This design comes from an exercise in tuning for small area and a short achievable clock period on the open sky130 flow, not from production work.
Only the layout flow was run in this run; the RTL was not checked for function there.
No activity file was given, so power comes from the tool's default toggle rates.

==> run.sh <==
#!/bin/bash
# synth_recipe.tcl (not shown) runs the flow's synth.tcl, then flattens the netlist and writes it again
# the make line also repeats each setting of config.mk as NAME=value (left out here)
make -C /OpenROAD-flow-scripts/flow DESIGN_CONFIG=/design/flow/config.mk WORK_HOME=/design/flow/orfs CLKGATE_MAP_FILE= SYNTH_SCRIPT=/design/flow/synth_recipe.tcl finish
==> config.mk <==
export PLATFORM = sky130hd
export DESIGN_NAME = int_exec_unit
export DESIGN_NICKNAME = int_exec_unit
export VERILOG_FILES = /design/flow/design.v
export SDC_FILE = /design/flow/constraint.sdc
export NUM_CORES = 4
export LEC_CHECK = 0
export CAP_MARGIN = 20
export CORE_MARGIN = 2
export CORE_UTILIZATION = 40
export SETUP_SLACK_MARGIN = 4.0
export SLEW_MARGIN = 20
==> constraint.sdc <==
create_clock -name core_clock -period 9.0 [get_ports {clk_i}]
set_input_delay 1.8000 -clock core_clock [delete_from_list [all_inputs] [get_ports {clk_i}]]
set_output_delay 1.8000 -clock core_clock [all_outputs]
set_load 0.01 [all_outputs]
==> design.v <==
`default_nettype none
package rv_exec_pkg;
  typedef logic [31:0] xlen_t;
  typedef logic [4:0]  reg_addr_t;
  typedef struct packed {
    logic [6:0] funct7;
    reg_addr_t  rs2;
    reg_addr_t  rs1;
    logic [2:0] funct3;
    reg_addr_t  rd;
    logic [6:0] opcode;
  } instr_r_t;
  typedef struct packed {
    logic [11:0] imm;
    reg_addr_t   rs1;
    logic [2:0]  funct3;
    reg_addr_t   rd;
    logic [6:0]  opcode;
  } instr_i_t;
  typedef union packed {
    instr_r_t r;
    instr_i_t i;
  } instr_u;
  localparam logic [6:0] OPC_OP     = 7'b0110011;
  localparam logic [6:0] OPC_OP_IMM = 7'b0010011;
  localparam logic [2:0] F3_ADD  = 3'b000;
  localparam logic [2:0] F3_SLL  = 3'b001;
  localparam logic [2:0] F3_SLT  = 3'b010;
  localparam logic [2:0] F3_SLTU = 3'b011;
  localparam logic [2:0] F3_XOR  = 3'b100;
  localparam logic [2:0] F3_SR   = 3'b101;
  localparam logic [2:0] F3_OR   = 3'b110;
  localparam logic [2:0] F3_AND  = 3'b111;
  typedef enum logic [3:0] {
    ALU_ADD,
    ALU_SUB,
    ALU_SLL,
    ALU_SLT,
    ALU_SLTU,
    ALU_XOR,
    ALU_SRL,
    ALU_SRA,
    ALU_OR,
    ALU_AND
  } alu_op_e;
  typedef struct packed {
    alu_op_e   alu_op;
    reg_addr_t rs1;
    reg_addr_t rs2;
    reg_addr_t rd;
    logic      use_imm;
    xlen_t     imm;
    logic      write_en;
  } exec_op_t;
  typedef struct packed {
    logic      we;
    reg_addr_t rd;
    xlen_t     data;
  } wb_t;
endpackage
`default_nettype wire
`timescale 1ns/10ps
`default_nettype none
module int_exec_unit (
  input  logic                   clk_i,
  input  logic                   rst_n_i,
  input  logic                   instr_valid_i,
  input  rv_exec_pkg::instr_u    instr_i,
  output logic                   result_valid_o,
  output rv_exec_pkg::reg_addr_t result_rd_o,
  output rv_exec_pkg::xlen_t     result_o,
  output logic                   illegal_o
);
  logic [6:0] opcode;
  logic [2:0] f3;
  logic [6:0] f7;
  logic [4:0] rs1, rs2, rd;
  logic       is_op, is_imm, legal, take;
  assign opcode = instr_i[6:0];
  assign f3     = instr_i[14:12];
  assign f7     = instr_i[31:25];
  assign rs1    = instr_i[19:15];
  assign rs2    = instr_i[24:20];
  assign rd     = instr_i[11:7];
  assign is_op  = (opcode == 7'b0110011);
  assign is_imm = (opcode == 7'b0010011);
  always_comb begin
    legal = 1'b0;
    if (is_op) begin
      legal = (f7 == 7'h00) || ((f7 == 7'h20) && (f3 == 3'd0 || f3 == 3'd5));
    end else if (is_imm) begin
      case (f3)
        3'd1:    legal = (f7 == 7'h00);
        3'd5:    legal = (f7 == 7'h00) || (f7 == 7'h20);
        default: legal = 1'b1;
      endcase
    end
  end
  assign take = instr_valid_i & legal;
  logic arith, inv;
  assign arith = (f3 == 3'd0) | (f3 == 3'd2) | (f3 == 3'd3);
  assign inv   = ((f3 == 3'd0) & is_op & instr_i[30]) | (f3 == 3'd2) | (f3 == 3'd3);
  logic [31:0] rf [1:31];
  logic [31:1] sel1, sel2;
  logic [31:0] r1, r2;
  always_comb begin
    for (int i = 1; i < 32; i++) begin
      sel1[i] = (rs1 == 5'(i));
      sel2[i] = (rs2 == 5'(i)) & is_op;
    end
  end
  always_comb begin
    r1 = '0;
    r2 = is_imm ? {{20{instr_i[31]}}, instr_i[31:20]} : 32'd0;
    for (int i = 1; i < 32; i++) begin
      r1 = r1 | ({32{sel1[i]}} & rf[i]);
      r2 = r2 | ({32{sel2[i]}} & rf[i]);
    end
  end
  logic        valid_q;      
  logic [4:0]  rd_q;         
  logic        illegal_q;
  logic [31:0] p_q, g_q;     
  logic        cin_q;
  logic        sum_q, slt_q, sltu_q;    
  logic        f1, f2;
  logic [31:0] x1, x2, x2i;
  assign f1  = valid_q & (rd_q == rs1) & (rs1 != 5'd0);
  assign f2  = valid_q & (rd_q == rs2) & (rs2 != 5'd0) & is_op;
  assign x1  = f1 ? result_o : r1;
  assign x2  = f2 ? result_o : r2;
  assign x2i = x2 ^ {32{inv}};
  logic [31:0] ar, sr, sr_rev, passv, p_d, g_d;
  logic        fill;
  always_comb begin
    for (int i = 0; i < 32; i++) ar[i] = (f3 == 3'd1) ? x1[31-i] : x1[i];
  end
  assign fill = (f3 == 3'd5) & instr_i[30] & x1[31];
  logic [31:0] s0, s1, s2, s3;
  assign s0 = x2[0] ? {fill, ar[31:1]}          : ar;
  assign s1 = x2[1] ? {{2{fill}}, s0[31:2]}     : s0;
  assign s2 = x2[2] ? {{4{fill}}, s1[31:4]}     : s1;
  assign s3 = x2[3] ? {{8{fill}}, s2[31:8]}     : s2;
  assign sr = x2[4] ? {{16{fill}}, s3[31:16]}   : s3;
  always_comb begin
    for (int i = 0; i < 32; i++) sr_rev[i] = sr[31-i];
  end
  always_comb begin
    if (!take) begin
      passv = result_o;    
    end else begin
      case (f3)
        3'd1:    passv = sr_rev;
        3'd4:    passv = x1 ^ x2;
        3'd5:    passv = sr;
        3'd6:    passv = x1 | x2;
        default: passv = x1 & x2;
      endcase
    end
  end
  always_comb begin
    if (take && arith) begin
      p_d    = x1 ^ x2i;
      g_d    = x1 & x2i;
      g_d[0] = (x1[0] & x2i[0]) | ((x1[0] ^ x2i[0]) & inv);
    end else begin
      p_d = passv;
      g_d = '0;
    end
  end
  always_ff @(posedge clk_i or negedge rst_n_i) begin
    if (!rst_n_i) begin
      valid_q   <= 1'b0;
      illegal_q <= 1'b0;
      rd_q      <= '0;
      sum_q     <= 1'b0;
      slt_q     <= 1'b0;
      sltu_q    <= 1'b0;
    end else begin
      valid_q   <= take;
      illegal_q <= instr_valid_i & ~legal;
      if (take) rd_q <= rd;
      sum_q     <= ~(take & ((f3 == 3'd2) | (f3 == 3'd3)));
      slt_q     <= take & (f3 == 3'd2);
      sltu_q    <= take & (f3 == 3'd3);
    end
  end
  always_ff @(posedge clk_i) begin
    p_q   <= p_d;
    g_q   <= g_d;
    cin_q <= take & arith & inv;
  end
  logic [31:0] gg [0:5];
  logic [31:0] pp [0:5];
  logic [31:0] sum;
  logic        lt, ltu;
  always_comb begin
    gg[0] = g_q;
    pp[0] = p_q;
    for (int l = 0; l < 5; l++) begin
      for (int i = 0; i < 32; i++) begin
        if (i >= (1 << l)) begin
          gg[l+1][i] = gg[l][i] | (pp[l][i] & gg[l][i - (1 << l)]);
          pp[l+1][i] = pp[l][i] & pp[l][i - (1 << l)];
        end else begin
          gg[l+1][i] = gg[l][i];
          pp[l+1][i] = pp[l][i];
        end
      end
    end
  end
  assign sum = p_q ^ {gg[5][30:0], cin_q};
  assign ltu = ~gg[5][31];
  assign lt  = p_q[31] ? sum[31] : g_q[31];
  assign result_o = ({32{sum_q}} & sum)
                  | {31'd0, (slt_q & lt) | (sltu_q & ltu)};
  always_ff @(posedge clk_i) begin
    for (int i = 1; i < 32; i++) begin
      if (valid_q && rd_q == 5'(i)) rf[i] <= result_o;
    end
  end
  assign result_valid_o = valid_q;
  assign result_rd_o    = rd_q;
  assign illegal_o      = illegal_q;
endmodule
`default_nettype wire
==> summary.txt <==
Outcome
  – Status: timing/DRC/antenna clean

Clocking
  – Clk latency of the worst-skew pair: 790 ps
  – Num CTS Buffers: 112
  – Reg clk slew, reported paths: 80 ps
  – Root Buffer Master: clkbuf_16
  – CTS max path bufs: 3
  – H-tree Lvls: 3
  – CTS tree: yes
  – Clk sinks: 1067

Pwr
  – LEAKAGE: 27.1 nW
  – P_sw: 0.00346 W
  – Part of the power in combinational logic: 15.2%
  – Worst-case vdd ir drop: 0.154 mV
  – Clock power frac: 39.9%
  – Sw Share: 27.9%
  – Seq pwr share: 44.9%
  – P_int: 0.00893 W
  – Pwr dens: 168 nW/um^2

Yosys
  – Ys Warns: 4
  – Main synth FF type: edfxtp_1
  – Compound-Gate Fraction of Synth Area: 19.6%
  – Cells after synthesis: 4841
  – Synth Cell Area: 56300 um^2
  – Sequential fraction of the synthesis area: 55.7%
  – Largest family of logic cells by synthesized area: compound AO/OA/AOI/OAI gates
  – Post-synth ARST share: 0.937%
  – Synth cell types: 123
  – Synth Area in Simple Gates: 16.7%
  – Seq cells post-synth: 1067
  – Yosys top cell by area: edfxtp_1
  – Syn Area/Cell: 11.6 um^2
  – Synth top area cells: edfxtp_1 53%, and3_1 5.2%, a22oi_1 4.8%
  – Mux cell area share after synthesis: 0.845%
  – Post-Synth XOR/XNOR Area: 0.916%
  – Adder-cell share of the synthesized area: 2.11%
  – Post-synthesis net count: 4971
  – Post-synth EDFFs: 992
  – Synth top area share: 53.0%

Placement
  – GPL Wtd Cong: 1.10
  – Port Buf Inserts: 73
  – Post-Place Cells: 6696
  – Hpwl dp: 218 mm

Floorplanning
  – Die extent in y: 379 um
  – Num ports: 74
  – Row count: 137
  – Starting Density: 40.3%
  – Die ar.: 144000 um^2
  – Core area: 140000 um^2
  – Chip Width: 379 um

Layout
  – Most common cell after layout, fill and taps aside: edfxtp_1
  – Final nets: 5559
  – Commonest cells after routing, fill and taps aside: 992 x edfxtp_1, 565 x buf_4, 445 x and3_1
  – Fillers: 11900
  – Area grow syn2layout: 31.3%
  – Proportion of layout cells with a drive suffix above 1: 29.9%
  – Multi-input gate area: 26400 um^2
  – Register Area: 31400 um^2
  – Post-route insts no fill: 7454

Drt
  – WL met1: 119 mm
  – Via density: 8.00
  – Total Wirelength: 366 mm
  – DR WL/cell: 49.1 um
  – DR pass1 iterations: 13
  – DRT antenna net count: 0
  – DRC errors left: 0
  – Drt initial violations: 14600
  – DR top layer: met5
  – DR vias: 59600
  – Met2 WL: 138 mm
  – Met3 WL: 68.4 mm

Run
  – Max_cap viols: 0

Timing
  – Min cycle time layout: 5240 ps
  – # setup viols final: 0
  – Max Slew Vio Count: 0
  – Clock Skew: 37.9 ps
  – Slew HR: 9.15%
  – RSZ-0062 raised after global routing: yes
  – Fin. Hold Viols: 0
  – Fmax: 191 MHz
  – Post-route setup TNS: 0 ps
  – Worst-Margin Slew: 1360 ps
  – Final period utilization: 58.3%

Critical path
  – Crit-path max FO: 8
  – Worst Setup Start Kind: flip-flop
  – Critical path class: reg -> out
  – Critical Path AT: 3440 ps
  – Critical Path RT: 7200 ps
  – Reg-to-reg startpoint: p_q[29]$_DFF_P_
  – CP Capture Type: primary output
  – CP startpoint: p_q[29]$_DFF_P_

Global routing
  – GRT Util Overall: 47.9%
  – Number of global-route vias before repair: 52100
  – GR Overflow Total: 0
  – Largest net degree at the start of global routing: 48
  – Initial antenna violation count: 41
  – Global-route wire length before repair: 463 mm

Hold path
  – Worst Min Path Start: rd_q[0]$_DFFE_PN0P_
  – HP Class: reg -> reg
-- sequential cells by signal (all words and copies together), names as in the netlist --
name       count
valid_q        1
rd_q           5
g_q           32
sum_q          1
p_q           32
cin_q          1
illegal_q      1
rf           992
sltu_q         1
slt_q          1
-- worst max-delay path, cell delays in order, from the launching register on --
cell,delay (ps)
dfxtp_1,620
nand4_1,470
a311oi_4,830
o31ai_4,210
or2_4,350
buf_2,160
-- kinds of logic (layout without fill, tap and decap cells) --
kind of cell	Yosys count	count (layout)
and+or+nand+nor	1640	1654
adders and majority gates	95	95
muxes	41	41
xor gates and xnor gates	58	58
DFF	1067	1067
buffers and inverters	499	1170
other	0	52
AOI/OAI and AO/OA	1441	1441
-- power groups by stage --
stage	logic, W	clock network, W	registers [W]
after global placement	0.00130	0	0.00567
final	0.00188	0.00494	0.00557
after floorplan	0.000685	0	0.00563
after global routing	0.00188	0.00508	0.00556
after detailed placement	0.00130	0	0.00567
after CTS	0.00158	0.00489	0.00556
-- per-layer routing --
| layer | vias to the layer above | GRT usage, % |
|---|---|---|
| li1 | 21000 | - |
| met4 | 26 | 36.3 |
| met1 | 28800 | 56.7 |
| met2 | 7334 | 64.5 |
| met3 | 2430 | 25.5 |
| met5 | - | 3.26 |
-- through the flow --
stage | util (%) | hold WS, ps | worst slack (ps) | total power, W | area (um^2)
floorplan | - | 710 | 3860 | 0.00632 | 56500
global placement | 43.4 | 655 | 977 | 0.00697 | 60500
detailed placement | 43.4 | 673 | 1080 | 0.00697 | 60500
CTS | 50.0 | 680 | 3790 | 0.0120 | 69800
global route | 52.8 | 729 | 3720 | 0.0125 | 73700
finish | 52.9 | 695 | 3760 | 0.0124 | 73800
-- layout make-up --
type	count	area share (%)
flip-flops and latches	1067	42.6
multi-input cells	3289	35.8
repair buffers	864	12.6
clock buffers	129	3.91
well taps	1876	3.18
clock inverters	82	1.21
inverters	94	0.585
diodes	52	0.176
repair inverters	1	0.00678
-- cells in the mapped netlist (28+ instances only) --
cell type / number
o211ai_1: 38
and3_1: 466
nor3_1: 53
inv_1: 89
nand2_1: 243
a31oi_1: 33
a2111oi_0: 101
nand4_1: 151
and4_1: 30
o22ai_1: 49
nor2_1: 204
buf_2: 105
o21ai_0: 147
xnor2_1: 50
a221oi_1: 131
a22oi_1: 362
a22o_1: 124
dfxtp_1: 65
ha_1: 95
nand3_1: 218
edfxtp_1: 992
a21oi_1: 124
a222oi_1: 31
clkbuf_1: 226
buf_1: 28
-- path summary, 6_finish.rpt --
kind | endpoint | slack, ps | depth (start not counted)
worst max-delay path | result_o[0] | 3760 | 5
worst min-delay path | rd_q[0]$_DFFE_PN0P_ | 690 | 2
worst max register to register | p_q[0]$_DFF_P_ | 4080 | 14
worst min register to register | rd_q[0]$_DFFE_PN0P_ | 690 | 2
max in group asynchronous | sum_q$_DFF_PN0_ | 7290 | 1
min in group asynchronous | rd_q[1]$_DFFE_PN0P_ | 1350 | 1
-- what timing repair did --
| item | 4_1_cts | 5_1_grt |
|---|---|---|
| hold buffers | 0 | 0 |
| gates cloned | 22 | 34 |
| pin swaps | 143 | 143 |
| endpoints found under the setup margin | 99 | 55 |
| gates resized for setup | 744 | 412 |
| setup buffers | 268 | 170 |

-- separate check: timing with driven ports --
Ports are ideal in the flow. The routed layout listed here was re-timed in OpenROAD. Step 1, drivers: a clkbuf_16 drives clk_i and a buf_2 each remaining input, both assumed. Step 2 moves the port delays by t, midway between the first and last clock arrival at a register: inputs arrive t later, outputs are due t later. That takes back most of the time a late clock gives input paths. Three values: ideal ports, drivers, drivers and shift; two values: the first two.
shift t [ns]: 0.847
setup WS [ns]: 3.756 / 3.640 / 2.793
pins driven straight from the clock port: 1
After both steps this run still meets setup and hold. For this run, drivers alone change the setup slack by -0.116 ns; drivers and shift together by -0.963 ns.
